This is an optimization exercise on Yosys and OpenROAD, whose aim is small area, not a production implementation.
In this exercise RTL edits were held to simulation tests only and were not proved equivalent to the original.
Power figures rest on the tool's default switching activity, not on a simulated workload.

**flow/run.sh**
```bash
#!/bin/bash
# synth_recipe.tcl (not shown) runs the flow's synth.tcl, then flattens the netlist and writes it again
# the make line also repeats each setting of config.mk as NAME=value (left out here)
make -C /OpenROAD-flow-scripts/flow DESIGN_CONFIG=/design/flow/config.mk WORK_HOME=/design/flow/orfs CLKGATE_MAP_FILE= SYNTH_SCRIPT=/design/flow/synth_recipe.tcl finish
```
**flow/config.mk**
```make
export PLATFORM = sky130hd
export DESIGN_NAME = cpu
export DESIGN_NICKNAME = cpu
export VERILOG_FILES = /design/flow/design.v
export SDC_FILE = /design/flow/constraint.sdc
export NUM_CORES = 4
export LEC_CHECK = 0
export CAP_MARGIN = 20
export CORE_MARGIN = 2
export CORE_UTILIZATION = 60
export CTS_BUF_LIST = sky130_fd_sc_hd__clkbuf_4 sky130_fd_sc_hd__clkbuf_8
export CTS_CLUSTER_SIZE = 20
export PLACE_DENSITY = 0.75
export SLEW_MARGIN = 20
```
**flow/constraint.sdc**
```tcl
create_clock -name core_clock -period 9.5 [get_ports {clk}]
set_input_delay 1.9000 -clock core_clock [delete_from_list [all_inputs] [get_ports {clk}]]
set_output_delay 1.9000 -clock core_clock [all_outputs]
set_load 0.01 [all_outputs]
```
**flow/design.v**
```verilog
`timescale 1ns/1ps
module register_file (
    input  logic       clk,
    input  logic       clr,       
    input  logic [4:0] raddr1,
    input  logic [4:0] raddr2,
    output logic [3:0] rdata1,
    output logic [3:0] rdata2,
    input  logic       we,
    input  logic [4:0] waddr,
    input  logic [3:0] wdata
);
    logic [127:0] heads;
    assign heads[3:0] = 4'b0;
    genvar r;
    generate
        for (r = 1; r < 32; r++) begin : g_reg
            logic [31:0] q;
            logic        wr;
            assign wr = clr | (we && waddr == r);
            always_ff @(posedge clk) begin
                q <= {wr ? (wdata & {4{~clr}}) : q[3:0], q[31:4]};
            end
            assign heads[4*r +: 4] = q[3:0];
        end
    endgenerate
    assign rdata1 = heads[{raddr1, 2'b00} +: 4];
    assign rdata2 = heads[{raddr2, 2'b00} +: 4];
endmodule
`timescale 1ns/1ps
module cpu (
    input  logic                 clk,
    input  logic                 reset,
    output logic [32-1:0] iaddr,
    input  logic [32-1:0] idata,
    output logic [32-1:0] daddr,
    input  logic [32-1:0] drdata,
    output logic [32-1:0] dwdata,
    output logic [3:0]           dwe
);
    logic [3:0]  cnt;         
    logic        clr;         
    logic [2:0]  ph;
    logic        r2;
    logic        ph0;
    logic        ph7;
    assign ph  = cnt[2:0];
    assign r2  = cnt[3];
    assign ph0 = (ph == 3'd0);
    assign ph7 = (ph == 3'd7);
    always_ff @(posedge clk) begin
        if (reset) begin
            cnt <= 4'd0;
            clr <= 1'b1;
        end else begin
            cnt <= {cnt[3] ^ (&cnt[2:0] & ~clr), cnt[2:0] + 3'd1};
            if (ph7) clr <= 1'b0;
        end
    end
    logic [6:0] opc;
    logic [2:0] f3;
    logic [6:0] f7;
    logic       ok_f7;
    logic       is_op, is_opimm, is_alu, is_load, is_store, is_branch;
    logic       is_lui, is_auipc, is_jal, is_jalr;
    logic       is_shift, is_slt, is_sub, is_logic;
    logic       right;
    assign opc = idata[6:0];
    assign f3  = idata[14:12];
    assign f7  = idata[31:25];
    assign ok_f7     = (f7 == 7'b0000000) ||
                       (f7 == 7'b0100000 && (f3 == 3'b000 || f3 == 3'b101));
    assign is_op     = (opc == 7'b0110011) && ok_f7;
    assign is_opimm  = (opc == 7'b0010011) && (f3[1:0] != 2'b01 || ok_f7);
    assign is_alu    = is_op | is_opimm;
    assign is_load   = (opc == 7'b0000011) && (f3 == 3'b010);
    assign is_store  = (opc == 7'b0100011) && (f3 == 3'b010);
    assign is_branch = (opc == 7'b1100011) && (f3[2:1] != 2'b01);
    assign is_lui    = (opc == 7'b0110111);
    assign is_auipc  = (opc == 7'b0010111);
    assign is_jal    = (opc == 7'b1101111);
    assign is_jalr   = (opc == 7'b1100111) && (f3 == 3'b000);
    assign is_shift  = is_alu && (f3[1:0] == 2'b01);
    assign is_slt    = is_alu && (f3[2:1] == 2'b01);
    assign is_sub    = is_op && (f3 == 3'b000) && f7[5];
    assign is_logic  = is_alu && f3[2] && (f3[1:0] != 2'b01);
    assign right     = f3[2];
    logic [31:0] imm;
    always_comb begin
        if (is_lui | is_auipc)
            imm = {idata[31:12], 12'b0};
        else if (is_jal)
            imm = {{12{idata[31]}}, idata[19:12], idata[20], idata[30:21], 1'b0};
        else if (is_branch)
            imm = {{20{idata[31]}}, idata[7], idata[30:25], idata[11:8], 1'b0};
        else if (is_store)
            imm = {{20{idata[31]}}, idata[31:25], idata[11:7]};
        else
            imm = {{20{idata[31]}}, idata[31:20]};
    end
    logic [31:1] pc;
    logic [31:0] d;           
    logic [31:0] t;           
    logic        carry;
    logic        flag;        
    logic [4:0]  shamt;
    logic [3:0]  a;           
    logic [3:0]  b;           
    logic [3:0]  p;           
    logic [3:0]  im;          
    logic [3:0]  four;
    logic [31:0] pc32;
    assign pc32 = {pc, 1'b0};
    assign p    = pc32[{ph, 2'b00} +: 4];
    assign im   = imm[{ph, 2'b00} +: 4];
    assign four = ph0 ? 4'b0100 : 4'b0000;
    logic       rf_we;
    logic [3:0] rf_wd;
    register_file u_regfile (
        .clk    (clk),
        .clr    (clr),
        .raddr1 (idata[19:15]),
        .raddr2 (idata[24:20]),
        .rdata1 (a),
        .rdata2 (b),
        .we     (rf_we),
        .waddr  (idata[11:7]),
        .wdata  (rf_wd)
    );
    logic [3:0] x;
    logic [3:0] y;
    logic       inv;
    logic       cin;
    logic [4:0] sum;
    always_comb begin
        if (r2)
            x = p;
        else if (is_auipc | is_jal)
            x = p;
        else if (is_lui)
            x = 4'b0;
        else
            x = a;
    end
    always_comb begin
        if (r2)
            y = (is_jal | (is_branch & flag)) ? im : four;
        else if (is_op | is_branch)
            y = b;
        else if (is_jal)
            y = four;
        else
            y = im;
    end
    assign inv = ~r2 & (is_sub | is_slt | is_branch);
    assign cin = ph0 ? inv : carry;
    assign sum = {1'b0, x} + {1'b0, y ^ {4{inv}}} + {4'b0, cin};
    always_ff @(posedge clk) begin
        carry <= sum[4];
    end
    logic z;
    logic lt;
    logic cond;
    assign z    = (sum[3:0] == 4'b0) & (ph0 | flag);
    assign lt   = ~sum[4] ^ ((is_branch ? ~f3[1] : ~f3[0]) & (a[3] ^ y[3]));
    assign cond = is_branch ? ((f3[2] ? lt : z) ^ f3[0]) : lt;
    always_ff @(posedge clk) begin
        if (~r2) flag <= ph7 ? cond : z;
    end
    always_ff @(posedge clk) begin
        if (~r2 & ph0) shamt[3:0] <= y[3:0];
        if (~r2 & (ph == 3'd1)) shamt[4] <= y[0];
    end
    logic [3:0]  t_in;
    logic [3:0]  fill;
    logic        t_load;
    assign fill   = {4{f7[5] & t[31]}};
    assign t_load = r2 & ph0 & is_load;
    always_comb begin
        if (~r2)
            t_in = is_store ? b : (right ? a : 4'b0);
        else
            t_in = right ? fill : a;
    end
    always_ff @(posedge clk) begin
        if (t_load)
            t <= {drdata[3:0], drdata[31:4]};
        else
            t <= {t_in, t[31:4]};
    end
    logic [35:0] s;
    logic [2:0]  idx;
    logic [2:0]  off;
    logic [7:0]  win;
    logic [3:0]  sh_out;
    assign s   = {t_in, t};
    assign idx = right ? shamt[4:2] : ~shamt[4:2];
    assign off = right ? {1'b0, shamt[1:0]} : (3'd4 - {1'b0, shamt[1:0]});
    assign win = s[{idx, 2'b00} +: 8];
    assign sh_out = win[off +: 4];
    logic [3:0] lg;
    always_comb begin
        case (f3[1:0])
            2'b00:   lg = a ^ y;
            2'b10:   lg = a | y;
            default: lg = a & y;
        endcase
    end
    assign rf_we = r2 ? (is_slt | is_shift | is_load | is_jalr)
                      : ((is_alu & ~is_shift & ~is_slt) | is_lui | is_auipc | is_jal);
    always_comb begin
        if (~r2)
            rf_wd = is_logic ? lg : sum[3:0];
        else if (is_slt)
            rf_wd = {3'b0, flag & ph0};
        else if (is_shift)
            rf_wd = sh_out;
        else if (is_load)
            rf_wd = ph0 ? drdata[3:0] : t[3:0];
        else
            rf_wd = sum[3:0];
    end
    logic [3:0]  d_in;
    logic [31:0] d_next;
    always_comb begin
        if (clr)
            d_in = 4'b0;
        else if (r2 & is_jalr)
            d_in = d[3:0];
        else
            d_in = sum[3:0];
    end
    assign d_next = {d_in, d[31:4]};
    always_ff @(posedge clk) begin
        d <= d_next;
        if (ph7 & (r2 | clr)) pc <= d_next[31:1];
    end
    assign iaddr  = {pc, 1'b0};
    assign daddr  = d;
    assign dwdata = t;
    assign dwe    = {4{is_store & r2 & ph0}};
endmodule
```
==> run_results.csv, run 1 <==
group,metric,value,unit
outcome,status,"complete, no violations",
cells_and_area,drive_gt1_share,16.6,%
yosys,ys_seq_area_share,69.3,%
floorplanning,chipWidth,236,um
floorplanning,rows,85,
critical_path,critical_path_class,"primary input to flip-flop",
yosys,avgSynthCellArea,13.1,um2
yosys,synth_top_cell_by_area,"dfxtp_1",
critical_path,crit_path_end_kind,"flip-flop",
placement,hpwl,55200,um
route,first_pass_iters,7,
global_routing,grt_first_pass_wirelength,123000,um
global_routing,overflow,0,
clock_network,clock_latency,0.80,ns
cells_and_area,syn_to_final_growth,16.7,%
critical_path,critPathRequiredTime,10.13,ns
yosys,ys_warn_count,2,
power_and_ir_drop,p_seq_share,52.3,%
floorplanning,start_util,60.4,%
global_routing,met3_usage,6.27,%
clock_network,cts_buffers,156,
power_and_ir_drop,internal_power,6.92,mW
clock_network,clock_path_buffers,3,
cells_and_area,final_core_util,70.5,%
global_routing,grt.met1_usage,39.3,%
sta,fin_hold_ws,0.310,ns
yosys,synthFlopType,"dfxtp_1",
sta,tightest_slew,1.10,ns
route,vias,20086,
critical_path,critical_path.max_fanout,31,
critical_path,start_kind,"primary input",
critical_path,crit_arrival,8.11,ns
yosys,synth_area_leaders,"dfxtp_1 (66%), mux4_2 (3.5%), edfxtp_1 (3.4%)",
sta,period_minus_slack,7.48,ns
yosys,synth_edf_count,37,
global_routing,track_usage,29.4,%
job,drv_cap,0,
power_and_ir_drop,power.share.switching,22.9,%
yosys,ys_seq_elements,1099,
hold_path,hold_path.class,"flip-flop to flip-flop",
clock_network,clk_pin_slew,0.07,ns
clock_network,htreeDepth,4,
route,wl_per_cell,23.4,um
sta,final_hold_viol_count,0,
power_and_ir_drop,total_power,8.97,mW
cells_and_area,num_antenna_cells,0,
placement,io_buffers,164,
route,post-route-drc-count,0,
sta,fin_crit_sh,78.7,%
floorplanning,io_pins,166,
placement,place.gp.congestion,0.912,
floorplanning,dieArea,55700,um2
sta,max_slew_margin,26.2,%
power_and_ir_drop,power_per_cell_area,238,nW/um2
global_routing,grt_pass1_vias,20321,
sta,fin_setup_tns,0,ns
yosys,postSynthCellCount,2465,
yosys,synth_top_area_share,65.8,%
clock_network,cts-resized-gates,0,
floorplanning,die_y,236,um
yosys,netlist_area,32300,um2
route,ant_nets,0,
cells_and_area,final_net_count,2771,
clock_network,cts.hold.buffers_added,0,
power_and_ir_drop,leakagePower,14.5,nW
power_and_ir_drop,vdd_drop_max,228,uV
sta,report.final.slew_viol_count,0,
global_routing,grt_antenna_before_repair,1,
yosys,synthDistinctLibCells,96,
global_routing,grt_use_met2,45.7,%
clock_network,root_buffer,"clkbuf_8",
clock_network,cts_tree,"done",
route,drt_wl_total,81900,um
power_and_ir_drop,comb_power_share,5.9,%
yosys,synthTopCellsByCount,"dfxtp_1 (1062), o21ai_0 (103), mux2i_1 (96), a21oi_1 (92), nand2_1 (79)",
yosys,syn_nets,2550,
power_and_ir_drop,p_clk_share,41.9,%
sta,grt_setup_unrepaired,"false",
sta,fmax,134,MHz
yosys,synth-async-reset-ratio,0,%
global_routing,grt_max_degree,72,
floorplanning,core_area,53500,um2
clock_network,cts_sinks,1099,
sta,setup_viol,0,
global_routing,grt_busiest_layer,"met2",
route,drt-initial-drc-count,1827,
route,vias_per_cell,5.75,
yosys,yosysMostFrequentCell,"dfxtp_1",
power_and_ir_drop,p_switching,2.05,mW
sta,skew,0.0337,ns
clock_network,post_cts_buffers,0,
-- routing by layer --
layer  part of all wire, %  wire length, um
met1                    44            36100
met2                    46            37300
met3                   6.5             5300
met4                   3.9             3210
met5                 0.011                9
-- worst paths after layout --
check                      startpoint                   endpoint  slack, ns  depth (start not counted)
max                         idata[21]  u_regfile.g_reg[21].q[31]       2.02                         17
min           u_regfile.g_reg[1].q[7]    u_regfile.g_reg[1].q[3]       0.31                          0
max reg2reg  u_regfile.g_reg[13].q[1]  u_regfile.g_reg[21].q[31]       4.16                         16
min reg2reg   u_regfile.g_reg[1].q[7]    u_regfile.g_reg[1].q[3]       0.31                          0
-- final cells by class --
| class | instances | area, um2 |
|---|---|---|
| clock buffers | 233 | 2960 |
| clock inverters | 35 | 317 |
| fillers | 3639 | 15800 |
| inverters | 51 | 191 |
| multi-input cells | 1182 | 9090 |
| flip-flops and latches | 1099 | 22400 |
| well taps | 696 | 871 |
| repair buffers | 196 | 1890 |
-- stage by stage --
step | setup slack [ns] | cells | area, um2
4_1_cts | 2.15 | 3489 | 37700
5_1_grt | 1.76 | 3492 | 37700
2_1_floorplan | 3.31 | 2465 | 32300
3_5_place_dp | 1.26 | 3221 | 34400
3_3_place_gp | 1.35 | 3221 | 34400
6_report | 2.02 | 3492 | 37700
-- critical path: stages --
cell and delay (ns):
clkdlybuf4s50_1 0.92, nor2b_1 0.95, a21oi_1 0.13, and3_1 0.29
nor4_2 0.70, o21ai_0 0.26, o311ai_0 0.75, ha_1 0.35
nand2_1 0.05, o21ai_0 0.10, xor2_1 0.21, o21a_1 0.14
o21ai_0 0.26, o2111ai_1 0.23, o31ai_4 0.20, buf_4 0.50
o21ai_1 0.13
-- layout by cell type (no fill, tap or decap), drive strengths merged, types with 17 or more instances in the layout --
| cell | netlist | routed |
|---|---|---|
| nand2 | 79 | 79 |
| inv | 51 | 59 |
| a31oi | 17 | 17 |
| clkinv | 0 | 19 |
| nor2b | 45 | 45 |
| o21ai | 177 | 177 |
| nor2 | 70 | 70 |
| clkdlybuf4s50 | 0 | 162 |
| a21oi | 92 | 92 |
| clkbuf | 78 | 233 |
| buf | 55 | 34 |
| dfxtp | 1062 | 1062 |
| nand2b | 31 | 31 |
| a22oi | 17 | 17 |
| o211ai | 30 | 30 |
| a211oi | 45 | 45 |
| nand3 | 37 | 37 |
| mux2 | 63 | 63 |
| edfxtp | 37 | 37 |
| ha | 17 | 17 |
| o31ai | 24 | 24 |
| nand3b | 67 | 67 |
| mux2i | 96 | 96 |
| mux4 | 51 | 51 |
| nor3 | 33 | 33 |
-- flip-flops by register name, summed over array words and instances, names as in the netlist --
name and cells:
d 32, cnt 4, shamt 5, u_regfile.g.q 992, pc 31, t 32, flag 1, carry 1
clr 1
-- power groups by stage --
stage          Combinational, mW  Sequential, mW  Clock, mW
2_1_floorplan              0.344            4.77          0
3_3_place_gp               0.513            4.79          0
3_5_place_dp               0.518            4.79          0
4_1_cts                    0.520            4.69       3.82
5_1_grt                    0.559            4.69       4.02
6_report                   0.528            4.69       3.76
-- cell families (layout without fill, tap and decap cells) --
group                    after synthesis  after routing  synth area share (%)
XOR/XNOR                              11             11                 0.298
adder cells (fa/ha/maj)               19             19                 0.783
multiplexers                         210            210                  8.75
AO/OA/AOI/OAI                        497            497                  10.3
AND/OR/NAND/NOR                      444            444                  7.90
other                                  1              1                0.0116
flip-flops                          1099           1099                  69.3
buffers and inverters                184            515                  2.70
==> inputs of run 2 (changes only) <==
--- a/flow/config.mk
+++ b/flow/config.mk
@@ -8,7 +8,7 @@
 export CAP_MARGIN = 20
 export CORE_MARGIN = 2
 export CORE_UTILIZATION = 60
-export CTS_BUF_LIST = sky130_fd_sc_hd__clkbuf_4 sky130_fd_sc_hd__clkbuf_8
+export CTS_BUF_LIST = sky130_fd_sc_hd__clkbuf_8
+export CTS_CLUSTER_DIAMETER = 40
 export CTS_CLUSTER_SIZE = 20
-export PLACE_DENSITY = 0.75
 export SLEW_MARGIN = 20
==> run 2 against run 1 <==
Effect of this change: utilization decreased by 1.6 points; still clean; synthesized cell count is the same; first-iteration DRC count down 12%; maximum frequency rose by 1.1%; cell count decreased by 1.9%; clock power decreased by 19%; final area shrank 2.2%; worst hold slack got worse by 0.016 ns; sequential power about the same.
==> run_results.csv, run 2 <==
group,metric,value,unit
power_and_ir_drop,power_per_cell_area,224,nW/um2
global_routing,track_usage,29.0,%
sta,max_slew_margin,15.3,%
critical_path,critPathRequiredTime,10.10,ns
cells_and_area,largest_reg_flops,992,
yosys,synth_top_area_share,65.8,%
yosys,avgSynthCellArea,13.1,um2
cells_and_area,stdcell_count,3424,
cells_and_area,drive_gt1_share,14.5,%
critical_path,start_kind,"primary input",
yosys,synth_area_leaders,"dfxtp_1 (66%), mux4_2 (3.5%), edfxtp_1 (3.4%)",
floorplanning,start_util,60.4,%
yosys,postSynthCellCount,2465,
outcome,status,"complete, no violations",
yosys,ys_seq_area_share,69.3,%
hold_path,hold_path.class,"flip-flop to flip-flop",
route,first_pass_iters,5,
sta,fin_crit_sh,77.9,%
cells_and_area,syn_to_final_growth,14.1,%
sta,tightest_slew,1.26,ns
global_routing,grt_first_pass_wirelength,121000,um
sta,skew,0.0730,ns
sta,fmax,135,MHz
yosys,netlist_area,32300,um2
power_and_ir_drop,vdd_drop_max,241,uV
route,vias_per_cell,5.73,
yosys,synthFlopType,"dfxtp_1",
floorplanning,dieArea,55700,um2
power_and_ir_drop,internal_power,6.14,mW
yosys,synth_edf_count,37,
clock_network,cts-resized-gates,0,
placement,place.gp.congestion,0.921,
sta,fin_setup_tns,0,ns
cells_and_area,top_register,"u_regfile.g.q",
clock_network,clk_pin_slew,0.10,ns
power_and_ir_drop,power.share.switching,25.7,%
placement,io_buffers,164,
yosys,synthDistinctLibCells,96,
route,ant_nets,0,
sta,final_hold_viol_count,0,
floorplanning,die_y,236,um
critical_path,crit_path_end_kind,"flip-flop",
sta,report.final.slew_viol_count,0,
route,drt-initial-drc-count,1608,
power_and_ir_drop,comb_power_share,6.4,%
yosys,yosysMostFrequentCell,"dfxtp_1",
power_and_ir_drop,leakagePower,14.0,nW
route,post-route-drc-count,0,
global_routing,overflow,0,
clock_network,post_cts_buffers,0,
floorplanning,chipWidth,236,um
clock_network,root_buffer,"clkbuf_8",
clock_network,cts_buffers,103,
yosys,synth-async-reset-ratio,0,%
clock_network,cts_sinks,1099,
clock_network,clock_path_buffers,3,
critical_path,crit_arrival,8.00,ns
critical_path,rrSetupSlack,4.27,ns
route,wl_per_cell,23.6,um
clock_network,htreeDepth,3,
global_routing,grt_pass1_vias,19385,
placement,hpwl,56200,um
sta,period_minus_slack,7.40,ns
route,vias,19631,
power_and_ir_drop,p_clk_share,37.0,%
cells_and_area,final_cell_mix,"dfxtp_1 (1061), clkdlybuf4s50_1 (162), clkbuf_8 (106), o21ai_0 (103), mux2i_1 (96)",
job,drv_cap,0,
yosys,ys_warn_count,2,
yosys,ys_seq_elements,1099,
floorplanning,io_pins,166,
cells_and_area,reg.largest.list,"u_regfile.g.q: 992 flops, d: 32 flops, t: 32 flops",
yosys,syn_nets,2550,
critical_path,critical_path_class,"primary input to flip-flop",
power_and_ir_drop,p_switching,2.13,mW
global_routing,grt_max_degree,72,
placement,dp.cells,3228,
cells_and_area,mostFrequentLayoutCell,"dfxtp_1",
floorplanning,rows,85,
global_routing,grt_antenna_before_repair,5,
cells_and_area,final_net_count,2722,
sta,setup_viol,0,
critical_path,critical_path.max_fanout,31,
clock_network,cts_tree,"done",
yosys,synthTopCellsByCount,"dfxtp_1 (1062), o21ai_0 (103), mux2i_1 (96), a21oi_1 (92), nand2_1 (79)",
clock_network,clock_latency,0.75,ns
sta,grt_setup_unrepaired,"false",
power_and_ir_drop,p_seq_share,56.6,%
floorplanning,core_area,53500,um2
clock_network,cts.hold.buffers_added,0,
yosys,synth_top_cell_by_area,"dfxtp_1",
route,drt_wl_total,80900,um
==> run 2: cell counts after synthesis <==
No cell type changed its count.
==> run 2: final cells by class <==
type	instances	area [um2]
Multi-Input combinational cell	1182	9110
Clock inverter	88	928
Tap cell	696	871
Timing Repair Buffer	200	1920
Inverter	51	191
Antenna cell	2	5.00
Fill cell	3760	16600
Clock buffer	106	1460
Sequential cell	1099	22400
==> run 2: metrics by stage <==
stage,setup WS [ns],utilization [%],hold slack (ns),total power [mW],cell area (um2)
final,2.10,68.9,0.293,8.27,36900
after global routing,1.83,68.9,0.291,8.54,36900
after CTS,2.30,68.9,0.302,8.32,36800
after detailed placement,1.51,64.4,0.312,5.31,34500
after global placement,1.49,64.4,0.310,5.31,34500
after floorplan,3.31,-,0.310,5.11,32300
==> run 2: kinds of logic after synthesis <==
group,count (synthesis),share of synthesized area [%]
flops,1099,69.3
compound gates,497,10.3
simple gates,444,7.90
mux,210,8.75
buf+inv,184,2.70
fa+ha+maj,19,0.783
xor+xnor,11,0.298
other cells,1,0.0116
==> run 2: routing by layer <==
metal	up-vias	GRT usage, %	share of wire [%]
met2	752	46.4	47
met5	-	0	0.049
li1	9087	-	-
met1	9614	39.7	44
met3	172	5.32	5.9
met4	6	11.0	3.3
==> run 2: power by group through the flow <==
stage / combinational (mW) / sequential (mW) / clock [mW]
after global placement: 0.522 / 4.79 / 0
after global routing: 0.562 / 4.69 / 3.29
after detailed placement: 0.523 / 4.79 / 0
final: 0.530 / 4.68 / 3.06
after CTS: 0.526 / 4.68 / 3.11
after floorplan: 0.344 / 4.77 / 0
==> run 2: critical path, stage by stage <==
cell and delay [ns]:
clkdlybuf4s50_1 0.73, buf_4 0.25, nor2b_1 0.89, a21oi_1 0.13, and3_1 0.30, nor4_2 0.62
o21ai_0 0.24, o311ai_0 0.84, fa_1 0.40, xor2_1 0.29, o21ai_0 0.12, a211o_2 0.72
o31ai_1 0.54
==> run 2: path summary, 6_finish.rpt <==
kind / from / endpoint / cells after the start
setup reg to reg: u_regfile.g_reg[13].q[1] / u_regfile.g_reg[29].q[30] / 11
hold reg to reg: u_regfile.g_reg[19].q[21] / u_regfile.g_reg[19].q[17] / 0
hold / removal: u_regfile.g_reg[19].q[21] / u_regfile.g_reg[19].q[17] / 0
setup / recovery: idata[21] / u_regfile.g_reg[29].q[30] / 13
==> inputs of run 3 (changes only) <==
==> flow/config.mk (replaced) <==
export PLATFORM = sky130hd
export DESIGN_NAME = cpu
export DESIGN_NICKNAME = cpu
export VERILOG_FILES = /design/flow/design.v
export SDC_FILE = /design/flow/constraint.sdc
export NUM_CORES = 4
export LEC_CHECK = 0
export CAP_MARGIN = 20
export CORE_MARGIN = 2
export CORE_UTILIZATION = 40
export SLEW_MARGIN = 20
==> run 3 against run 2 <==
Effect of this change: non-clock buffer count grew 6; cell count grew 11%; sequential cell count is the same; critical endpoint is now u_regfile.g_reg[31].q[31]; worst hold slack gained 0.010 ns; highest routed layer unchanged.
==> run_results.csv, run 3 <==
group,metric,value,unit
outcome,status,"complete, no violations",
critical_path,crit_arrival,7.76,ns
route,drt-initial-drc-count,1682,
critical_path,startpoint,"idata[21]",
sta,tightest_slew,1.19,ns
sta,fin_crit_sh,76.4,%
clock_network,cts-resized-gates,0,
yosys,ys_seq_elements,1099,
cells_and_area,top_register,"u_regfile.g.q",
placement,place.gp.congestion,0.917,
yosys,synthDistinctLibCells,96,
yosys,synth_edf_count,37,
route,wl_per_cell,22.5,um
yosys,synth_top_area_share,65.8,%
yosys,synth_area_leaders,"dfxtp_1 (66%), mux4_2 (3.5%), edfxtp_1 (3.4%)",
clock_network,cts_tree,"done",
clock_network,cts_buffers,104,
sta,report.final.slew_viol_count,0,
cells_and_area,reg.largest.list,"u_regfile.g.q: 992 flops, d: 32 flops, t: 32 flops",
sta,fmax,138,MHz
critical_path,start_kind,"primary input",
yosys,netlist_area,32300,um2
critical_path,setup.worst_path.end,"u_regfile.g_reg[31].q[31]",
sta,max_slew_margin,20.3,%
cells_and_area,final_net_count,2729,
cells_and_area,final_core_util,48.3,%
cells_and_area,largest_reg_flops,992,
sta,grt_setup_unrepaired,"false",
clock_network,clock_path_buffers,3,
critical_path,critical_path_class,"primary input to flip-flop",
floorplanning,io_pins,166,
clock_network,clk_pin_slew,0.06,ns
clock_network,post_cts_buffers,0,
yosys,synthTopCellsByCount,"dfxtp_1 (1062), o21ai_0 (103), mux2i_1 (96), a21oi_1 (92), nand2_1 (79)",
critical_path,crit_path_end_kind,"flip-flop",
placement,io_buffers,164,
cells_and_area,drive_gt1_share,14.7,%
critical_path,rrSetupSlack,4.48,ns
critical_path,rr_startpoint,"u_regfile.g_reg[27].q[1]",
sta,period_minus_slack,7.26,ns
critical_path,cp_slowest_stage_delay,0.80,ns
cells_and_area,fin_area,38800,um2
route,vias_per_cell,5.20,
sta,skew,0.0392,ns
placement,hpwl,58100,um
yosys,syn_nets,2550,
floorplanning,start_util,40.2,%
yosys,synth-async-reset-ratio,0,%
yosys,postSynthCellCount,2465,
yosys,synthFlopType,"dfxtp_1",
cells_and_area,num_antenna_cells,0,
yosys,avgSynthCellArea,13.1,um2
hold_path,hold_path.class,"flip-flop to flip-flop",
clock_network,cts.hold.buffers_added,0,
sta,final_hold_viol_count,0,
power_and_ir_drop,vdd_drop_max,146,uV
critical_path,r2r_cells,12,
critical_path,cp_common_cell,"o21ai_0",
power_and_ir_drop,total_power,9.69,mW
floorplanning,rows,104,
global_routing,grt_first_pass_wirelength,126000,um
job,drv_cap,0,
cells_and_area,fillCellCount,6869,
route,ant_nets,0,
cells_and_area,mostFrequentLayoutCell,"dfxtp_1",
global_routing,overflow,0,
route,vias,19736,
global_routing,grt_antenna_before_repair,7,
global_routing,grt_max_degree,83,
yosys,synth_top_cell_by_area,"dfxtp_1",
floorplanning,dieArea,83000,um2
critical_path,path_cells,"clkdlybuf4s50_1 -> buf_4 -> nor2b_1 -> a21oi_1 -> nand3_1 -> o311a_1 -> o22ai_1 -> o21bai_1 -> xnor2_1 -> mux2_2 -> ha_1 -> a21oi_1 -> o21ai_0 -> xor2_1 -> o21a_1 -> o21ai_0 -> o2111ai_1 -> o31ai_4 -> buf_4 -> o21ai_0",
global_routing,track_usage,20.4,%
clock_network,cts_sinks,1099,
cells_and_area,syn_to_final_growth,20.0,%
yosys,ys_warn_count,2,
sta,fin_setup_tns,0,ns
cells_and_area,final_cell_mix,"dfxtp_1 (1061), clkdlybuf4s50_1 (162), clkbuf_16 (106), o21ai_0 (103), mux2i_1 (96)",
critical_path,critPathRequiredTime,10.01,ns
critical_path,timing.rr.end,"u_regfile.g_reg[12].q[29]",
clock_network,htreeDepth,3,
yosys,ys_seq_area_share,69.3,%
sta,setup_viol,0,
clock_network,clock_latency,0.67,ns
global_routing,grt_pass1_vias,19575,
clock_network,root_buffer,"clkbuf_16",
power_and_ir_drop,leakagePower,14.7,nW
placement,place_area,34900,um2
floorplanning,die_y,288,um
yosys,yosysMostFrequentCell,"dfxtp_1",
floorplanning,core_area,80300,um2
critical_path,critical_path.max_fanout,31,
power_and_ir_drop,power_per_cell_area,250,nW/um2
sta,fin_hold_ws,0.304,ns
route,first_pass_iters,5,
critical_path,slowest_stage,"nor2b_1",
floorplanning,chipWidth,288,um
route,post-route-drc-count,0,
route,drt_wl_total,85500,um
-- run 3: area by class of cell --
type / instances / area, um2 / area share [%]
multi-input cells: 1182 / 9120 / 23.5
well taps: 1060 / 1330 / 3.42
inverters: 51 / 191 / 0.494
flip-flops and latches: 1099 / 22400 / 57.7
clock inverters: 68 / 905 / 2.33
clock buffers: 129 / 2890 / 7.45
repair buffers: 206 / 1950 / 5.04
-- run 3: routing by layer --
layer / GRT usage, % / part of all wire (%) / up-vias
li1: - / - / 9110
met5: 0.227 / 0.077 / -
met4: 7.69 / 3.3 / 10
met3: 3.80 / 6.4 / 174
met2: 32.2 / 45 / 745
met1: 27.9 / 45 / 9697
-- run 3: how the worst min path moves through the flow --
| stage | end | startpoint | slack [ns] | cells past startpoint |
|---|---|---|---|---|
| after global routing | u_regfile.g_reg[28].q[18] | u_regfile.g_reg[28].q[22] | 0.32 | 0 |
| after global placement | u_regfile.g_reg[20].q[11] | u_regfile.g_reg[20].q[15] | 0.31 | 0 |
| final | u_regfile.g_reg[21].q[18] | u_regfile.g_reg[21].q[22] | 0.30 | 0 |
| after detailed placement | u_regfile.g_reg[11].q[23] | u_regfile.g_reg[11].q[27] | 0.31 | 0 |
| after floorplan | u_regfile.g_reg[10].q[0] | u_regfile.g_reg[10].q[4] | 0.31 | 0 |
| after CTS | u_regfile.g_reg[3].q[19] | u_regfile.g_reg[3].q[23] | 0.31 | 0 |
-- run 3: through the flow --
step / cells / setup slack, ns
2_1_floorplan: 2465 / 3.31
3_3_place_gp: 3594 / 1.29
3_5_place_dp: 3594 / 1.63
4_1_cts: 3791 / 2.30
5_1_grt: 3795 / 1.91
6_report: 3795 / 2.24
-- run 3: where the power goes --
| part | internal (mW) | switching [mW] |
|---|---|---|
| sequential | 4.65 | 0.0361 |
| combinational | 0.207 | 0.346 |
| clock | 2.65 | 1.80 |
| total | 7.51 | 2.18 |
-- run 3: critical path, delay by kind of cell --
kind,cells,cell delay [ns]
muxes,1,0.29
xor gates and xnor gates,2,0.38
adders and majority gates,1,0.33
buffers and inverters,3,1.57
AOI/OAI and AO/OA,11,2.22
and+or+nand+nor,2,1.02
-- run 3: cells by family (layout without fill, tap and decap cells) --
| kind of cell | Yosys count | count (layout) | synth area share (%) |
|---|---|---|---|
| flops | 1099 | 1099 | 69.3 |
| other cells | 1 | 1 | 0.0116 |
| fa+ha+maj | 19 | 19 | 0.783 |
| compound gates | 497 | 497 | 10.3 |
| xor+xnor | 11 | 11 | 0.298 |
| buf+inv | 184 | 454 | 2.70 |
| simple gates | 444 | 444 | 7.90 |
| mux | 210 | 210 | 8.75 |
==> inputs of run 4 (changes only) <==
==> flow/flow/run.sh (new file) <==
#!/bin/bash
# Standard ORFS layout, with the smallest buffer on the ports and no CTS dummy loads.
set -euo pipefail
export BUFFER_PORTS_ARGS="-buffer_cell sky130_fd_sc_hd__buf_1"
export CTS_ARGS="-sink_clustering_enable -repair_clock_nets -dont_use_dummy_load -buf_list sky130_fd_sc_hd__clkbuf_16 -sink_clustering_size 30 -sink_clustering_max_diameter 60"
bash standard.sh > standard_flow.log 2>&1
==> flow/standard.sh (new file) <==
#!/bin/bash
# synth_recipe.tcl (not shown) runs the flow's synth.tcl, then flattens the netlist and writes it again
# the make line also repeats each setting of config.mk as NAME=value (left out here)
make -C /OpenROAD-flow-scripts/flow DESIGN_CONFIG=/design/flow/config.mk WORK_HOME=/design/flow/orfs CLKGATE_MAP_FILE= SYNTH_SCRIPT=/design/flow/synth_recipe.tcl "${@:-finish}"
--- a/flow/config.mk
+++ b/flow/config.mk
@@ -7,5 +7,5 @@
 export LEC_CHECK = 0
 export CAP_MARGIN = 20
 export CORE_MARGIN = 2
-export CORE_UTILIZATION = 40
+export CORE_UTILIZATION = 60
 export SLEW_MARGIN = 20
removed: flow/run.sh
==> run 4 against run 3 <==
Effect of this change: utilization increased by 17 points; still clean; register-to-register slack got worse by 0.48 ns; clock power decreased by 49%; global-route usage increased by 8.0 points; worst hold slack got worse by 0.041 ns; highest routed layer unchanged; routed wire length decreased by 6.3%; die area decreased by 33%; sequential share of layout area increased by 6.7 points; synthesized area unchanged; total power decreased by 23%; critical path type unchanged; setup slack got worse by 0.0070 ns.
==> run_results.csv, run 4 <==
group,metric,value,unit
critical_path,cp_common_cell,"o21ai_0",
critical_path,cp_top_family,"compound AO/OA/AOI/OAI gates",
cells_and_area,mostFrequentLayoutCell,"dfxtp_1",
floorplanning,die_y,236,um
sta,max_slew_margin,25.0,%
clock_network,cts_tree,"done",
floorplanning,chipWidth,236,um
sta,final_hold_viol_count,0,
critical_path,critPathRequiredTime,9.97,ns
critical_path,path_cells,"buf_1 -> nor2b_1 -> nor3_1 -> a41oi_1 -> o21ai_0 -> inv_1 -> o311ai_0 -> ha_1 -> nand2_1 -> o21ai_0 -> xor2_1 -> o21a_1 -> o21ai_0 -> o2111ai_1 -> o31ai_4 -> buf_12 -> o21ai_1",
yosys,synthFlopType,"dfxtp_1",
placement,hpwl,56300,um
cells_and_area,final_net_count,2670,
clock_network,clock_path_buffers,3,
global_routing,grt_pass1_vias,18713,
global_routing,grt_antenna_before_repair,4,
yosys,netlist_area,32300,um2
clock_network,cts_sinks,1099,
floorplanning,rows,85,
critical_path,critical_path.max_fanout,20,
critical_path,crit_buf_inv,3,
sta,skew,0.107,ns
power_and_ir_drop,power_per_cell_area,215,nW/um2
critical_path,critical_path_class,"primary input to flip-flop",
cells_and_area,syn_to_final_growth,7.62,%
critical_path,crit_arrival,7.74,ns
clock_network,clk_pin_slew,0.10,ns
placement,detailedPlace.worstSlack,1.71,ns
clock_network,clock_latency,0.65,ns
route,post-route-drc-count,0,
yosys,synthTopCellsByCount,"dfxtp_1 (1062), o21ai_0 (103), mux2i_1 (96), a21oi_1 (92), nand2_1 (79)",
route,vias,19227,
critical_path,start_kind,"primary input",
floorplanning,io_pins,166,
yosys,synth-async-reset-ratio,0,%
sta,fin_ws,2.23,ns
yosys,ys_seq_area_share,69.3,%
power_and_ir_drop,leakagePower,13.0,nW
yosys,postSynthCellCount,2465,
yosys,synth_area_leaders,"dfxtp_1 (66%), mux4_2 (3.5%), edfxtp_1 (3.4%)",
sta,period_minus_slack,7.27,ns
sta,grt_setup_unrepaired,"false",
hold_path,hold_path.class,"flip-flop to flip-flop",
floorplanning,core_area,53500,um2
yosys,synth_edf_count,37,
sta,fin_crit_sh,76.5,%
clock_network,cts-resized-gates,0,
route,first_pass_iters,6,
sta,report.final.slew_viol_count,0,
sta,fin_setup_tns,0,ns
floorplanning,dieArea,55700,um2
yosys,synthDistinctLibCells,96,
cells_and_area,drive_gt1_share,9.83,%
sta,tightest_slew,1.12,ns
sta,fmax,138,MHz
clock_network,root_buffer,"clkbuf_16",
power_and_ir_drop,vdd_drop_max,221,uV
global_routing,overflow,0,
global_routing,grt_max_degree,78,
cells_and_area,final_cell_mix,"dfxtp_1 (1061), buf_1 (162), o21ai_0 (103), mux2i_1 (96), a21oi_1 (92)",
critical_path,cp_slowest_stage_delay,0.76,ns
cells_and_area,top_register,"u_regfile.g.q",
cells_and_area,reg.largest.list,"u_regfile.g.q: 992 flops, d: 32 flops, t: 32 flops",
yosys,yosysMostFrequentCell,"dfxtp_1",
placement,io_buffers,164,
global_routing,grt_first_pass_wirelength,119000,um
global_routing,track_usage,28.4,%
yosys,avgSynthCellArea,13.1,um2
job,drv_cap,0,
sta,setup_viol,0,
clock_network,post_cts_buffers,0,
route,drt_wl_total,80100,um
clock_network,htreeDepth,2,
yosys,synth_top_cell_by_area,"dfxtp_1",
yosys,synth_top_area_share,65.8,%
route,wl_per_cell,24.4,um
route,drt-initial-drc-count,1735,
placement,place.gp.congestion,0.910,
route,vias_per_cell,5.86,
floorplanning,start_util,60.4,%
critical_path,crit_path_end_kind,"flip-flop",
cells_and_area,largest_reg_flops,992,
yosys,ys_seq_elements,1099,
yosys,ys_warn_count,2,
clock_network,cts.hold.buffers_added,0,
yosys,syn_nets,2550,
critical_path,slowest_stage,"o31ai_4",
clock_network,cts_buffers,52,
route,ant_nets,0,
outcome,status,"complete, no violations",
## run 4: logic make-up (layout without fill, tap and decap cells)
kind of cell    after synthesis  in the layout  synth area share [%]
fa+ha+maj                    19             19                 0.783
xor+xnor                     11             11                 0.298
flops                      1099           1099                  69.3
compound gates              497            497                  10.3
simple gates                444            444                  7.90
buf+inv                     184            302                  2.70
other cells                   1              2                0.0116
mux                         210            210                  8.75
## run 4: area by class of cell
cell class                      count  area [um2]
Antenna cell                        1        2.50
Clock buffer                       52        1300
Fill cell                        3995       18700
Inverter                           51         191
Multi-Input combinational cell   1182        9110
Sequential cell                  1099       22400
Tap cell                          696         871
Timing Repair Buffer              199         896
## run 4: through the flow
stage	util (%)	instances	area (um2)	hold WS (ns)	total power, mW
5_1_grt	65.0	3279	34700	0.261	7.69
6_report	65.0	3280	34700	0.262	7.47
2_1_floorplan	-	2465	32300	0.310	5.11
4_1_cts	65.0	3279	34700	0.262	7.49
3_3_place_gp	62.5	3227	33400	0.310	5.27
3_5_place_dp	62.5	3227	33400	0.312	5.27
## run 4: power breakdown
part	internal, mW	total, mW	leakage, nW	switching (mW)
Sequential	4.65	4.69	8.90	0.0389
Combinational	0.177	0.494	3.46	0.317
Clock	0.975	2.29	0.641	1.31
Total	5.80	7.47	13.0	1.67
## run 4: worst paths after layout
path	start	endpoint	slack, ns	cells past startpoint
hold / removal	u_regfile.g_reg[1].q[14]	u_regfile.g_reg[1].q[10]	0.26	0
setup reg to reg	u_regfile.g_reg[13].q[1]	u_regfile.g_reg[23].q[31]	4.00	16
hold reg to reg	u_regfile.g_reg[1].q[14]	u_regfile.g_reg[1].q[10]	0.26	0
setup / recovery	idata[14]	u_regfile.g_reg[23].q[31]	2.23	17
## run 4: routing by layer
metal	track usage, %	vias to the layer above	share of wire (%)
met1	40.2	9429	45
met4	9.63	4	3.5
met5	0	-	0.029
li1	-	8888	-
met3	4.51	163	6.3
met2	45.0	743	45
## run 4: worst register-to-register path: stages (launching register included)
cell       delay (ns)
dfxtp_1          0.38
mux4_2           0.49
mux2_2           0.28
and3_1           0.22
nor4_2           0.50
o21ai_0          0.24
o311ai_0         0.75
ha_1             0.35
nand2_1          0.05
o21ai_0          0.08
xor2_1           0.20
o21a_1           0.13
o21ai_0          0.27
o2111ai_1        0.23
o31ai_4          0.76
buf_12           0.27
o21ai_1          0.11
==> inputs of run 5 (changes only) <==
--- a/flow/design.v
+++ b/flow/design.v
@@ -1,3 +1,22 @@
+`timescale 1ns/1ps
+module nibble_sel (
+    input  logic [31:0] v,
+    input  logic [2:0]  ph,
+    output logic [3:0]  o
+);
+    always_comb begin
+        case (ph)
+            3'd0:    o = v[3:0];
+            3'd1:    o = v[7:4];
+            3'd2:    o = v[11:8];
+            3'd3:    o = v[15:12];
+            3'd4:    o = v[19:16];
+            3'd5:    o = v[23:20];
+            3'd6:    o = v[27:24];
+            default: o = v[31:28];
+        endcase
+    end
+endmodule
 `timescale 1ns/1ps
 module register_file (
     input  logic       clk,
@@ -26,6 +45,47 @@
     endgenerate
     assign rdata1 = heads[{raddr1, 2'b00} +: 4];
     assign rdata2 = heads[{raddr2, 2'b00} +: 4];
+endmodule
+`timescale 1ns/1ps
+module shifter (
+    input  logic [31:0] s,        
+    input  logic [4:0]  shamt,
+    input  logic        right,
+    output logic [3:0]  o
+);
+    logic [2:0] sel;
+    assign sel = right ? shamt[4:2] : ~shamt[4:2];
+    always_comb begin
+        case (sel)
+            3'd0:    o = s[3:0];
+            3'd1:    o = s[7:4];
+            3'd2:    o = s[11:8];
+            3'd3:    o = s[15:12];
+            3'd4:    o = s[19:16];
+            3'd5:    o = s[23:20];
+            3'd6:    o = s[27:24];
+            default: o = s[31:28];
+        endcase
+    end
+endmodule
+module funnel (
+    input  logic [7:0] w,         
+    input  logic [1:0] r,
+    input  logic       right,
+    output logic [3:0] o
+);
+    always_comb begin
+        case ({right, r})
+            3'b100:  o = w[3:0];
+            3'b101:  o = w[4:1];
+            3'b110:  o = w[5:2];
+            3'b111:  o = w[6:3];
+            3'b000:  o = w[7:4];
+            3'b001:  o = w[6:3];
+            3'b010:  o = w[5:2];
+            default: o = w[4:1];
+        endcase
+    end
 endmodule
 `timescale 1ns/1ps
 module cpu (
@@ -111,8 +171,8 @@
     logic [3:0]  four;
     logic [31:0] pc32;
     assign pc32 = {pc, 1'b0};
-    assign p    = pc32[{ph, 2'b00} +: 4];
-    assign im   = imm[{ph, 2'b00} +: 4];
+    nibble_sel u_psel (.v(pc32), .ph(ph), .o(p));
+    nibble_sel u_isel (.v(imm),  .ph(ph), .o(im));
     assign four = ph0 ? 4'b0100 : 4'b0000;
     logic       rf_we;
     logic [3:0] rf_wd;
@@ -171,33 +231,38 @@
         if (~r2 & ph0) shamt[3:0] <= y[3:0];
         if (~r2 & (ph == 3'd1)) shamt[4] <= y[0];
     end
+    logic [3:0]  src;         
+    logic [3:0]  prv;         
+    logic [3:0]  fill;
+    logic [3:0]  fun;
     logic [3:0]  t_in;
-    logic [3:0]  fill;
     logic        t_load;
-    assign fill   = {4{f7[5] & t[31]}};
+    assign fill   = {4{f7[5] & prv[3]}};
+    assign src    = r2 ? (right ? fill : a) : (right ? a : 4'b0);
     assign t_load = r2 & ph0 & is_load;
-    always_comb begin
-        if (~r2)
-            t_in = is_store ? b : (right ? a : 4'b0);
-        else
-            t_in = right ? fill : a;
-    end
+    always_ff @(posedge clk) begin
+        prv <= src;
+    end
+    funnel u_funnel (
+        .w     ({src, prv}),
+        .r     (shamt[1:0]),
+        .right (right),
+        .o     (fun)
+    );
+    assign t_in = (~r2 & is_store) ? b : fun;
     always_ff @(posedge clk) begin
         if (t_load)
             t <= {drdata[3:0], drdata[31:4]};
         else
             t <= {t_in, t[31:4]};
     end
-    logic [35:0] s;
-    logic [2:0]  idx;
-    logic [2:0]  off;
-    logic [7:0]  win;
-    logic [3:0]  sh_out;
-    assign s   = {t_in, t};
-    assign idx = right ? shamt[4:2] : ~shamt[4:2];
-    assign off = right ? {1'b0, shamt[1:0]} : (3'd4 - {1'b0, shamt[1:0]});
-    assign win = s[{idx, 2'b00} +: 8];
-    assign sh_out = win[off +: 4];
+    logic [3:0] sh_out;
+    shifter u_shifter (
+        .s     ({t_in, t[31:4]}),
+        .shamt (shamt),
+        .right (right),
+        .o     (sh_out)
+    );
     logic [3:0] lg;
     always_comb begin
         case (f3[1:0])
==> flow/flow/run.sh (replaced) <==
#!/bin/bash
# Standard ORFS layout with three changes:
#  - the combinational logic of the standard synthesis is re-mapped for area
#    (registers untouched), see resynth.ys
#  - the smallest buffer on the ports
#  - no CTS dummy loads
set -euo pipefail
HERE=$(pwd)
R=$HERE/orfs/results/${FLOW_PLATFORM}/cpu/base
LIB=$FLOW_HOME/platforms/${FLOW_PLATFORM}/lib/sky130_fd_sc_hd__tt_025C_1v80.lib
export BUFFER_PORTS_ARGS="-buffer_cell sky130_fd_sc_hd__buf_1"
export CTS_ARGS="-sink_clustering_enable -repair_clock_nets -dont_use_dummy_load -buf_list sky130_fd_sc_hd__clkbuf_8 -sink_clustering_size 20 -sink_clustering_max_diameter 50"

bash standard.sh synth > log_standard_synth.log 2>&1
cp "$R/1_2_yosys.v" "$HERE/std_synth.v"
sed -e "s#@LIB@#$LIB#g" -e "s#@IN@#$HERE/std_synth.v#" -e "s#@OUT@#$HERE/resynth.v#" \
    -e "s#@TOP@#$FLOW_TOP#g" -e "s#@SCRIPT@#$HERE/flow/resynth.abc#" -e "s#@STAT@#$HERE/resynth_stat.txt#" \
    flow/resynth.ys > resynth_run.ys
yosys -s resynth_run.ys > log_resynth.log 2>&1
cp "$HERE/resynth.v" "$R/1_2_yosys.v"
rm -f "$R/1_synth.odb" "$R/1_synth.sdc"
bash standard.sh > log_standard_finish.log 2>&1
==> flow/flow/resynth.abc (new file) <==
strash
&get -n
&deepsyn -T 60
&nf -R 1000
&put
topo
==> flow/flow/resynth.ys (new file) <==
# Re-map the combinational logic of the standard synthesis for area.
# Registers stay as they are: same instances, names and cell types.
read_liberty -ignore_miss_func @LIB@
read_verilog @IN@
hierarchy -top @TOP@
setattr -mod -set keep_hierarchy 1 sky130_fd_sc_hd__df* sky130_fd_sc_hd__edf* sky130_fd_sc_hd__sdf* sky130_fd_sc_hd__dl* sky130_fd_sc_hd__conb_1
flatten
delete t:$scopeinfo
blackbox sky130_fd_sc_hd__df* sky130_fd_sc_hd__edf* sky130_fd_sc_hd__sdf* sky130_fd_sc_hd__dl* sky130_fd_sc_hd__conb_1
opt_clean -purge
select @TOP@
abc -liberty @LIB@ -dont_use *probe* -dont_use *lpflow* -script @SCRIPT@
select -clear
opt_clean -purge
hilomap -singleton -hicell sky130_fd_sc_hd__conb_1 HI -locell sky130_fd_sc_hd__conb_1 LO
insbuf -buf sky130_fd_sc_hd__buf_4 A X
check -mapped
tee -o @STAT@ stat -liberty @LIB@
write_verilog -noattr -nohex -nodec @OUT@
--- a/flow/config.mk
+++ b/flow/config.mk
@@ -5,7 +5,8 @@
 export SDC_FILE = /design/flow/constraint.sdc
 export NUM_CORES = 4
 export LEC_CHECK = 0
+export ABC_AREA = 1
 export CAP_MARGIN = 20
 export CORE_MARGIN = 2
-export CORE_UTILIZATION = 60
+export CORE_UTILIZATION = 50
 export SLEW_MARGIN = 20
==> run 5 against run 4 <==
Effect of this change: still clean on timing, DRC and antenna; sequential cell count grew 4; final area fell by 12%; maximum frequency up 5.8%; combinational power is 42% lower; non-clock buffer count down 14; largest power group unchanged; highest routed layer is now met4.
==> run_results.csv, run 5 <==
group,metric,value,unit
cells_and_area,fillCellCount,4817,
placement,place_area,29500,um2
floorplanning,die_y,242,um
yosys,ys_warn_count,5,
sta,max_slew_margin,24.8,%
yosys,avgSynthCellArea,13.2,um2
cells_and_area,fin_area,30600,um2
placement,detailedPlace.worstSlack,2.11,ns
clock_network,cts.hold.buffers_added,0,
floorplanning,start_util,50.3,%
sta,period_minus_slack,6.87,ns
global_routing,grt_max_degree,41,
global_routing,grt_pass1_vias,15774,
placement,place.gp.congestion,0.918,
sta,fin_crit_sh,72.3,%
cells_and_area,syn_to_final_growth,8.25,%
global_routing,grt_first_pass_wirelength,96900,um
sta,setup_viol,0,
sta,report.final.slew_viol_count,0,
route,first_pass_iters,11,
floorplanning,dieArea,58500,um2
placement,io_buffers,164,
floorplanning,core_area,56200,um2
clock_network,cts_tree,"done",
clock_network,htreeDepth,3,
floorplanning,chipWidth,242,um
cells_and_area,largest_reg_flops,992,
sta,final_hold_viol_count,0,
power_and_ir_drop,p_clk_share,29.0,%
route,ant_nets,0,
critical_path,critical_path_class,"primary input to flip-flop",
clock_network,cts-resized-gates,0,
power_and_ir_drop,vdd_drop_max,157,uV
route,drt-initial-drc-count,1836,
job,drv_cap,0,
global_routing,track_usage,21.9,%
power_and_ir_drop,power_per_cell_area,230,nW/um2
floorplanning,rows,87,
cells_and_area,multi_input_area,5300,um2
global_routing,grt_antenna_before_repair,1,
critical_path,crit_path_end_kind,"flip-flop",
sta,skew,0.110,ns
placement,dp.cells,3005,
clock_network,clk_pin_slew,0.11,ns
clock_network,root_buffer,"clkbuf_8",
power_and_ir_drop,comb_power_share,4.1,%
global_routing,overflow,0,
sta,grt_setup_unrepaired,"false",
sta,fin_setup_tns,0,ns
yosys,netlist_area,28300,um2
cells_and_area,top_register,"u_regfile.g.q",
route,wl_per_cell,21.1,um
route,vias_per_cell,5.32,
yosys,syn_nets,2201,
power_and_ir_drop,p_seq_share,66.9,%
yosys,postSynthCellCount,2135,
sta,fmax,146,MHz
outcome,status,"complete, no violations",
clock_network,post_cts_buffers,0,
power_and_ir_drop,p_switching,1.52,mW
critical_path,crit_arrival,7.22,ns
cells_and_area,regArea,22500,um2
sta,fin_hold_ws,0.261,ns
cells_and_area,final_net_count,2396,
sta,tightest_slew,1.12,ns
clock_network,clock_path_buffers,3,
hold_path,hold_path.class,"flip-flop to flip-flop",
route,post-route-drc-count,0,
power_and_ir_drop,power.share.switching,21.6,%
cells_and_area,drive_gt1_share,4.85,%
clock_network,cts_buffers,79,
route,vias,16413,
critical_path,critical_path.max_fanout,8,
placement,hpwl,45000,um
power_and_ir_drop,internal_power,5.51,mW
clock_network,clock_latency,0.70,ns
cells_and_area,reg.largest.list,"u_regfile.g.q: 992 flops, d: 32 flops, t: 32 flops",
clock_network,cts_sinks,1103,
cells_and_area,final_cell_mix,"dfxtp_1 (1066), nand2_1 (267), buf_1 (164), nor2_1 (130), o21ai_0 (112)",
floorplanning,io_pins,166,
cells_and_area,mostFrequentLayoutCell,"dfxtp_1",
critical_path,start_kind,"primary input",
power_and_ir_drop,leakagePower,11.5,nW
critical_path,critPathRequiredTime,9.86,ns
cells_and_area,stdcell_count,3085,
route,drt_wl_total,65200,um
sta,fin_ws,2.63,ns
-- run 5: changes by cell type in the layout (fill, tap and decap cells not counted), moves of 54 or more --
cell,change
mux2_2,-54
mux2i_1,-94
nor2_1,+63
nand3b_1,-66
nand2_1,+188
clkbuf_8,+79
a222oi_1,+64
o21ai_1,-64
-- run 5: critical path: stages --
cell	delay, ns
buf_1	0.33
clkinv_1	0.27
nor2_1	0.22
nand4_1	0.14
or3b_1	0.47
and2_0	0.25
nor2_1	0.21
a222oi_1	0.09
and2_0	0.20
a21boi_0	0.13
o32ai_1	0.77
xor2_1	0.20
maj3_1	0.44
maj3_1	0.41
xor2_1	0.25
nor4b_1	0.50
nor2_1	0.08
nor4b_1	0.27
nor3_1	0.10
-- run 5: path summary, 6_finish.rpt --
check | slack (ns) | end | start | cells after the start
worst max-delay path | 2.63 | flag | idata[13] | 19
worst min-delay path | 0.26 | u_regfile.g_reg[10].q[21] | u_regfile.g_reg[10].q[25] | 0
worst max register to register | 4.02 | flag | cnt[2] | 18
worst min register to register | 0.26 | u_regfile.g_reg[10].q[21] | u_regfile.g_reg[10].q[25] | 0
-- run 5: power groups by stage --
| stage | clock network (mW) | registers (mW) | logic [mW] |
|---|---|---|---|
| after floorplan | 0 | 4.80 | 0.186 |
| after global placement | 0 | 4.81 | 0.278 |
| after detailed placement | 0 | 4.81 | 0.280 |
| after CTS | 2.11 | 4.70 | 0.281 |
| after global routing | 2.28 | 4.70 | 0.306 |
| final | 2.04 | 4.70 | 0.286 |
-- run 5: layout make-up --
cell class              instances  area share (%)
clock buffers                  79            3.55
diodes                          1         0.00818
inverters                      11           0.135
flip-flops and latches       1103            73.4
repair buffers                185            2.53
well taps                     756            3.09
multi-input cells             950            17.3
-- run 5: per-layer routing --
layer | part of all wire, % | track usage (%)
met3 | 6.9 | 3.92
met1 | 46 | 30.8
met4 | 3.0 | 8.08
met5 | 0 | 0
met2 | 45 | 34.2
-- run 5: stage by stage --
step / util (%) / total power [mW]
2_1_floorplan: - / 4.98
3_3_place_gp: 52.5 / 5.08
3_5_place_dp: 52.5 / 5.09
4_1_cts: 54.5 / 7.10
5_1_grt: 54.5 / 7.29
6_report: 54.5 / 7.02
==> inputs of run 6 (changes only) <==
--- a/flow/flow/run.sh
+++ b/flow/flow/run.sh
@@ -9,7 +9,7 @@
 R=$HERE/orfs/results/${FLOW_PLATFORM}/cpu/base
 LIB=$FLOW_HOME/platforms/${FLOW_PLATFORM}/lib/sky130_fd_sc_hd__tt_025C_1v80.lib
 export BUFFER_PORTS_ARGS="-buffer_cell sky130_fd_sc_hd__buf_1"
-export CTS_ARGS="-sink_clustering_enable -repair_clock_nets -dont_use_dummy_load -buf_list sky130_fd_sc_hd__clkbuf_8 -sink_clustering_size 20 -sink_clustering_max_diameter 50"
+export CTS_ARGS="-sink_clustering_enable -repair_clock_nets -dont_use_dummy_load -buf_list sky130_fd_sc_hd__clkbuf_4 -sink_clustering_size 12 -sink_clustering_max_diameter 40"
 
 bash standard.sh synth > log_standard_synth.log 2>&1
 cp "$R/1_2_yosys.v" "$HERE/std_synth.v"
==> run 6 against run 5 <==
Effect of this change: final area down 0.76%; clock power shrank about 10%; die area did not move; first-iteration DRC count is 1.4% higher; utilization decreased by 0.41 points; sequential power barely moved; combinational power about the same; worst hold slack got worse by 0.028 ns; sequential cell count unchanged; non-clock buffer count did not move; critical endpoint unchanged.
==> run_results.csv, run 6 <==
group,metric,value,unit
outcome,status,"complete, no violations",
route,post-route-drc-count,0,
global_routing,grt_pass1_vias,16004,
cells_and_area,mostFrequentLayoutCell,"dfxtp_1",
floorplanning,die_y,242,um
sta,fin_crit_sh,70.2,%
floorplanning,dieArea,58500,um2
placement,hpwl,45000,um
cells_and_area,largest_reg_flops,992,
yosys,postSynthCellCount,2135,
placement,detailedPlace.worstSlack,2.11,ns
floorplanning,start_util,50.3,%
clock_network,cts_sinks,1103,
power_and_ir_drop,vdd_drop_max,142,uV
yosys,syn_nets,2201,
sta,final_hold_viol_count,0,
clock_network,root_buffer,"clkbuf_4",
yosys,avgSynthCellArea,13.2,um2
sta,skew,0.153,ns
sta,grt_setup_unrepaired,"false",
route,vias,16608,
cells_and_area,fin_area,30400,um2
cells_and_area,top_register,"u_regfile.g.q",
placement,io_buffers,164,
clock_network,cts-resized-gates,0,
global_routing,grt_antenna_before_repair,2,
power_and_ir_drop,total_power,6.81,mW
floorplanning,rows,87,
cells_and_area,reg.largest.list,"u_regfile.g.q: 992 flops, d: 32 flops, t: 32 flops",
route,wl_per_cell,20.9,um
placement,place_area,29500,um2
sta,report.final.slew_viol_count,0,
floorplanning,core_area,56200,um2
route,vias_per_cell,5.32,
clock_network,post_cts_buffers,0,
critical_path,start_kind,"primary input",
route,drt-initial-drc-count,1861,
yosys,ys_warn_count,5,
clock_network,cts.hold.buffers_added,0,
sta,fin_setup_tns,0,ns
yosys,netlist_area,28300,um2
sta,period_minus_slack,6.66,ns
global_routing,track_usage,22.1,%
clock_network,cts_buffers,113,
cells_and_area,drive_gt1_share,6.22,%
cells_and_area,syn_to_final_growth,7.43,%
job,drv_cap,0,
critical_path,crit_arrival,7.26,ns
floorplanning,chipWidth,242,um
sta,fmax,150,MHz
critical_path,critical_path_class,"primary input to flip-flop",
sta,fin_ws,2.84,ns
clock_network,clk_pin_slew,0.12,ns
placement,place.gp.congestion,0.918,
clock_network,cts_tree,"done",
hold_path,hold_path.class,"flip-flop to flip-flop",
sta,max_slew_margin,21.4,%
route,drt_wl_total,65200,um
global_routing,grt_first_pass_wirelength,97800,um
clock_network,htreeDepth,3,
floorplanning,io_pins,166,
global_routing,overflow,0,
critical_path,critical_path.max_fanout,15,
power_and_ir_drop,leakagePower,11.4,nW
cells_and_area,final_net_count,2430,
clock_network,clock_path_buffers,3,
critical_path,crit_path_end_kind,"flip-flop",
route,first_pass_iters,8,
sta,tightest_slew,1.17,ns
power_and_ir_drop,power_per_cell_area,224,nW/um2
route,ant_nets,0,
critical_path,critPathRequiredTime,10.09,ns
sta,setup_viol,0,
cells_and_area,final_cell_mix,"dfxtp_1 (1066), nand2_1 (267), buf_1 (164), nor2_1 (130), clkbuf_4 (113)",
global_routing,grt_max_degree,41,
clock_network,clock_latency,0.96,ns
-- run 6: cell count changes in the layout (fill, tap and decap cells not counted), sizes merged --
cell	delta
clkbuf	+34
diode	+3
-- run 6: worst paths after layout --
path | endpoint | cells after the start | startpoint | slack, ns
min | u_regfile.g_reg[22].q[9] | 0 | u_regfile.g_reg[22].q[13] | 0.23
max reg2reg | flag | 18 | cnt[2] | 4.05
max | flag | 17 | idata[20] | 2.84
min reg2reg | u_regfile.g_reg[22].q[9] | 0 | u_regfile.g_reg[22].q[13] | 0.23
-- run 6: worst max-delay path: stages --
cell and delay (ns):
buf_1 0.29, nor2_1 0.99, a222oi_1 0.21, a22oi_1 0.41, a32oi_1 0.22, o22ai_1 0.42, clkinv_1 0.23, maj3_1 0.38
nor2_1 0.10, a21oi_1 0.08, maj3_1 0.41, maj3_1 0.41, xor2_1 0.25, nor4b_1 0.49, nor2_1 0.08, nor4b_1 0.27
nor3_1 0.10
-- run 6: cell type report --
type | instances | area [um2]
Antenna cell | 4 | 10.0
Clock buffer | 113 | 848
Fill cell | 4851 | 25800
Inverter | 11 | 41.3
Multi-Input combinational cell | 950 | 5300
Sequential cell | 1103 | 22500
Tap cell | 756 | 946
Timing Repair Buffer | 185 | 773
-- run 6: routing by layer --
layer	up-vias	global-route usage (%)	part of all wire [%]
met4	0	8.37	3.3
met2	738	34.1	44
met1	7917	30.8	45
met3	179	4.76	7.1
li1	7774	-	-
met5	-	0	0
-- run 6: through the flow --
step                      util [%]  hold WS [ns]  cells
after global routing          54.1         0.241   3121
after global placement        52.5         0.309   3005
after detailed placement      52.5         0.312   3005
final                         54.1         0.233   3122
after CTS                     54.0         0.238   3118
after floorplan                  -         0.310   2135
-- run 6: where the power goes --
part / internal (mW) / switching [mW]
clock: 0.544 / 1.28
combinational: 0.0881 / 0.198
sequential: 4.67 / 0.0267
total: 5.31 / 1.51
==> inputs of run 7 (changes only) <==
--- a/flow/flow/run.sh
+++ b/flow/flow/run.sh
@@ -9,7 +9,7 @@
 R=$HERE/orfs/results/${FLOW_PLATFORM}/cpu/base
 LIB=$FLOW_HOME/platforms/${FLOW_PLATFORM}/lib/sky130_fd_sc_hd__tt_025C_1v80.lib
 export BUFFER_PORTS_ARGS="-buffer_cell sky130_fd_sc_hd__buf_1"
-export CTS_ARGS="-sink_clustering_enable -repair_clock_nets -dont_use_dummy_load -buf_list sky130_fd_sc_hd__clkbuf_4 -sink_clustering_size 12 -sink_clustering_max_diameter 40"
+export CTS_ARGS="-sink_clustering_enable -repair_clock_nets -dont_use_dummy_load -buf_list sky130_fd_sc_hd__clkbuf_4 -sink_clustering_size 10 -sink_clustering_max_diameter 35"
 
 bash standard.sh synth > log_standard_synth.log 2>&1
 cp "$R/1_2_yosys.v" "$HERE/std_synth.v"
==> run 7 against run 6 <==
Effect of this change: cell count is 0.99% higher; synthesized area stayed put; clock power is about 10% higher; utilization is 0.42 points higher; critical path depth is 2 higher; first-iteration DRC count is 4.7% lower; final area is 0.78% higher; via count is 1.0% higher; non-clock buffer count stayed put; worst hold slack better by 0.037 ns; total power is 2.8% higher; critical path type unchanged.
==> run_results.csv, run 7 <==
group,metric,value,unit
clock_network,clock_path_buffers,3,
floorplanning,dieArea,58500,um2
critical_path,crit_path_end_kind,"flip-flop",
cells_and_area,regArea,22500,um2
power_and_ir_drop,p_switching,1.54,mW
clock_network,cts_buffers,145,
global_routing,grt_max_degree,41,
cells_and_area,drive_gt1_share,7.48,%
cells_and_area,reg.largest.list,"u_regfile.g.q: 992 flops, d: 32 flops, t: 32 flops",
sta,skew,0.125,ns
route,vias,16781,
yosys,netlist_area,28300,um2
global_routing,grt_first_pass_wirelength,98400,um
route,wl_per_cell,20.8,um
route,drt-initial-drc-count,1773,
power_and_ir_drop,leakagePower,11.6,nW
critical_path,critPathRequiredTime,10.19,ns
clock_network,clk_pin_slew,0.09,ns
power_and_ir_drop,p_clk_share,28.8,%
sta,setup_viol,0,
sta,max_slew_margin,25.1,%
clock_network,clock_latency,0.99,ns
power_and_ir_drop,p_seq_share,67.1,%
floorplanning,io_pins,166,
sta,tightest_slew,1.12,ns
outcome,status,"complete, no violations",
clock_network,root_buffer,"clkbuf_4",
clock_network,cts.hold.buffers_added,0,
power_and_ir_drop,power.share.switching,22.0,%
clock_network,cts-resized-gates,0,
floorplanning,start_util,50.3,%
floorplanning,chipWidth,242,um
yosys,ys_warn_count,5,
cells_and_area,mostFrequentLayoutCell,"dfxtp_1",
yosys,postSynthCellCount,2135,
clock_network,cts_sinks,1103,
critical_path,path_cells,"buf_1 -> clkinv_1 -> nor2_1 -> nand4_1 -> or3b_1 -> and2_0 -> nor2_1 -> a222oi_1 -> and2_0 -> a21boi_0 -> o32ai_1 -> xor2_1 -> maj3_1 -> maj3_1 -> xor2_1 -> nor4b_1 -> nor2_1 -> nor4b_1 -> nor3_1",
route,post-route-drc-count,0,
sta,report.final.slew_viol_count,0,
clock_network,htreeDepth,4,
critical_path,critical_path.max_fanout,8,
placement,place.gp.congestion,0.918,
critical_path,crit_arrival,7.19,ns
sta,fmax,154,MHz
cells_and_area,final_cell_mix,"dfxtp_1 (1066), nand2_1 (267), buf_1 (164), clkbuf_4 (145), nor2_1 (130)",
clock_network,cts_tree,"done",
job,drv_cap,0,
critical_path,critical_path_class,"primary input to flip-flop",
power_and_ir_drop,comb_power_share,4.1,%
critical_path,cp_common_cell,"nor2_1",
global_routing,grt_pass1_vias,16372,
critical_path,start_kind,"primary input",
yosys,avgSynthCellArea,13.2,um2
sta,final_hold_viol_count,0,
sta,fin_crit_sh,68.5,%
sta,fin_setup_tns,0,ns
cells_and_area,fillCellCount,4843,
cells_and_area,syn_to_final_growth,8.27,%
power_and_ir_drop,power_per_cell_area,229,nW/um2
global_routing,track_usage,22.5,%
hold_path,hold_path.class,"flip-flop to flip-flop",
cells_and_area,multi_input_area,5300,um2
placement,io_buffers,164,
global_routing,grt_antenna_before_repair,2,
route,ant_nets,0,
cells_and_area,largest_reg_flops,992,
critical_path,slowest_stage,"o32ai_1",
critical_path,crit_buf_inv,2,
power_and_ir_drop,vdd_drop_max,142,uV
cells_and_area,final_net_count,2462,
cells_and_area,top_register,"u_regfile.g.q",
placement,hpwl,45000,um
sta,period_minus_slack,6.50,ns
critical_path,cp_top_family,"simple AND/OR/NAND/NOR gates",
critical_path,cp_slowest_stage_delay,0.76,ns
route,drt_wl_total,65500,um
floorplanning,die_y,242,um
sta,grt_setup_unrepaired,"false",
floorplanning,rows,87,
clock_network,post_cts_buffers,0,
route,vias_per_cell,5.32,
route,first_pass_iters,10,
power_and_ir_drop,total_power,7.00,mW
power_and_ir_drop,internal_power,5.46,mW
floorplanning,core_area,56200,um2
yosys,syn_nets,2201,
global_routing,overflow,0,
[run 7: power groups by stage]
stage | registers, mW | clock network, mW | logic (mW)
4_1_cts | 4.70 | 2.12 | 0.281
3_3_place_gp | 4.81 | 0 | 0.278
6_report | 4.70 | 2.02 | 0.286
2_1_floorplan | 4.80 | 0 | 0.186
3_5_place_dp | 4.81 | 0 | 0.280
5_1_grt | 4.70 | 2.32 | 0.306
[run 7: path summary, 6_finish.rpt]
kind                                                   to  slack (ns)                 startpoint  depth (start not counted)
worst min-delay path            u_regfile.g_reg[25].q[11]        0.27  u_regfile.g_reg[25].q[15]                          0
worst max register to register                       flag        4.07                     cnt[2]                         18
worst min register to register  u_regfile.g_reg[25].q[11]        0.27  u_regfile.g_reg[25].q[15]                          0
worst max-delay path                                 flag        3.00                  idata[13]                         19
[run 7: per-layer routing]
layer	vias up	global-route usage, %	routed length (um)
li1	7849	-	-
met1	7973	30.5	28800
met2	797	34.4	29200
met3	162	5.83	5400
met4	0	9.17	2130
met5	-	0	0
[run 7: metrics by stage]
step | util [%] | std cells | hold slack (ns) | setup slack, ns | area, um2
6_report | 54.5 | 3153 | 0.270 | 3.00 | 30600
2_1_floorplan | - | 2135 | 0.310 | 1.91 | 28300
3_5_place_dp | 52.5 | 3005 | 0.312 | 2.11 | 29500
3_3_place_gp | 52.5 | 3005 | 0.309 | 2.13 | 29500
4_1_cts | 54.5 | 3150 | 0.272 | 3.18 | 30600
5_1_grt | 54.5 | 3152 | 0.271 | 2.41 | 30600
[run 7: worst reg2reg max path: stages (launching register included)]
cell and delay, ns:
dfxtp_1 0.61, clkinv_1 0.42, nor2_1 0.47, a21o_1 0.19, a221oi_1 0.10, o311ai_0 0.13, nor2_1 0.09, o22ai_1 0.36
clkinv_1 0.23, maj3_1 0.38, nor2_1 0.11, a21oi_1 0.08, maj3_1 0.41, maj3_1 0.41, xor2_1 0.25, nor4b_1 0.49
nor2_1 0.08, nor4b_1 0.27, nor3_1 0.10
[run 7: cell type report]
class | count | share of cell area, %
multi-input cells | 950 | 17.3
clock buffers | 145 | 3.56
well taps | 756 | 3.09
inverters | 11 | 0.135
diodes | 3 | 0.0245
flip-flops and latches | 1103 | 73.4
repair buffers | 185 | 2.53

Check on run 7: ideal ports give 2.997 ns setup slack; a clkbuf_16 on the clock port and buf_2 on the inputs give 3.003 ns; moving port delays by the midpoint clock arrival (0.982 ns) as well gives 2.021 ns.
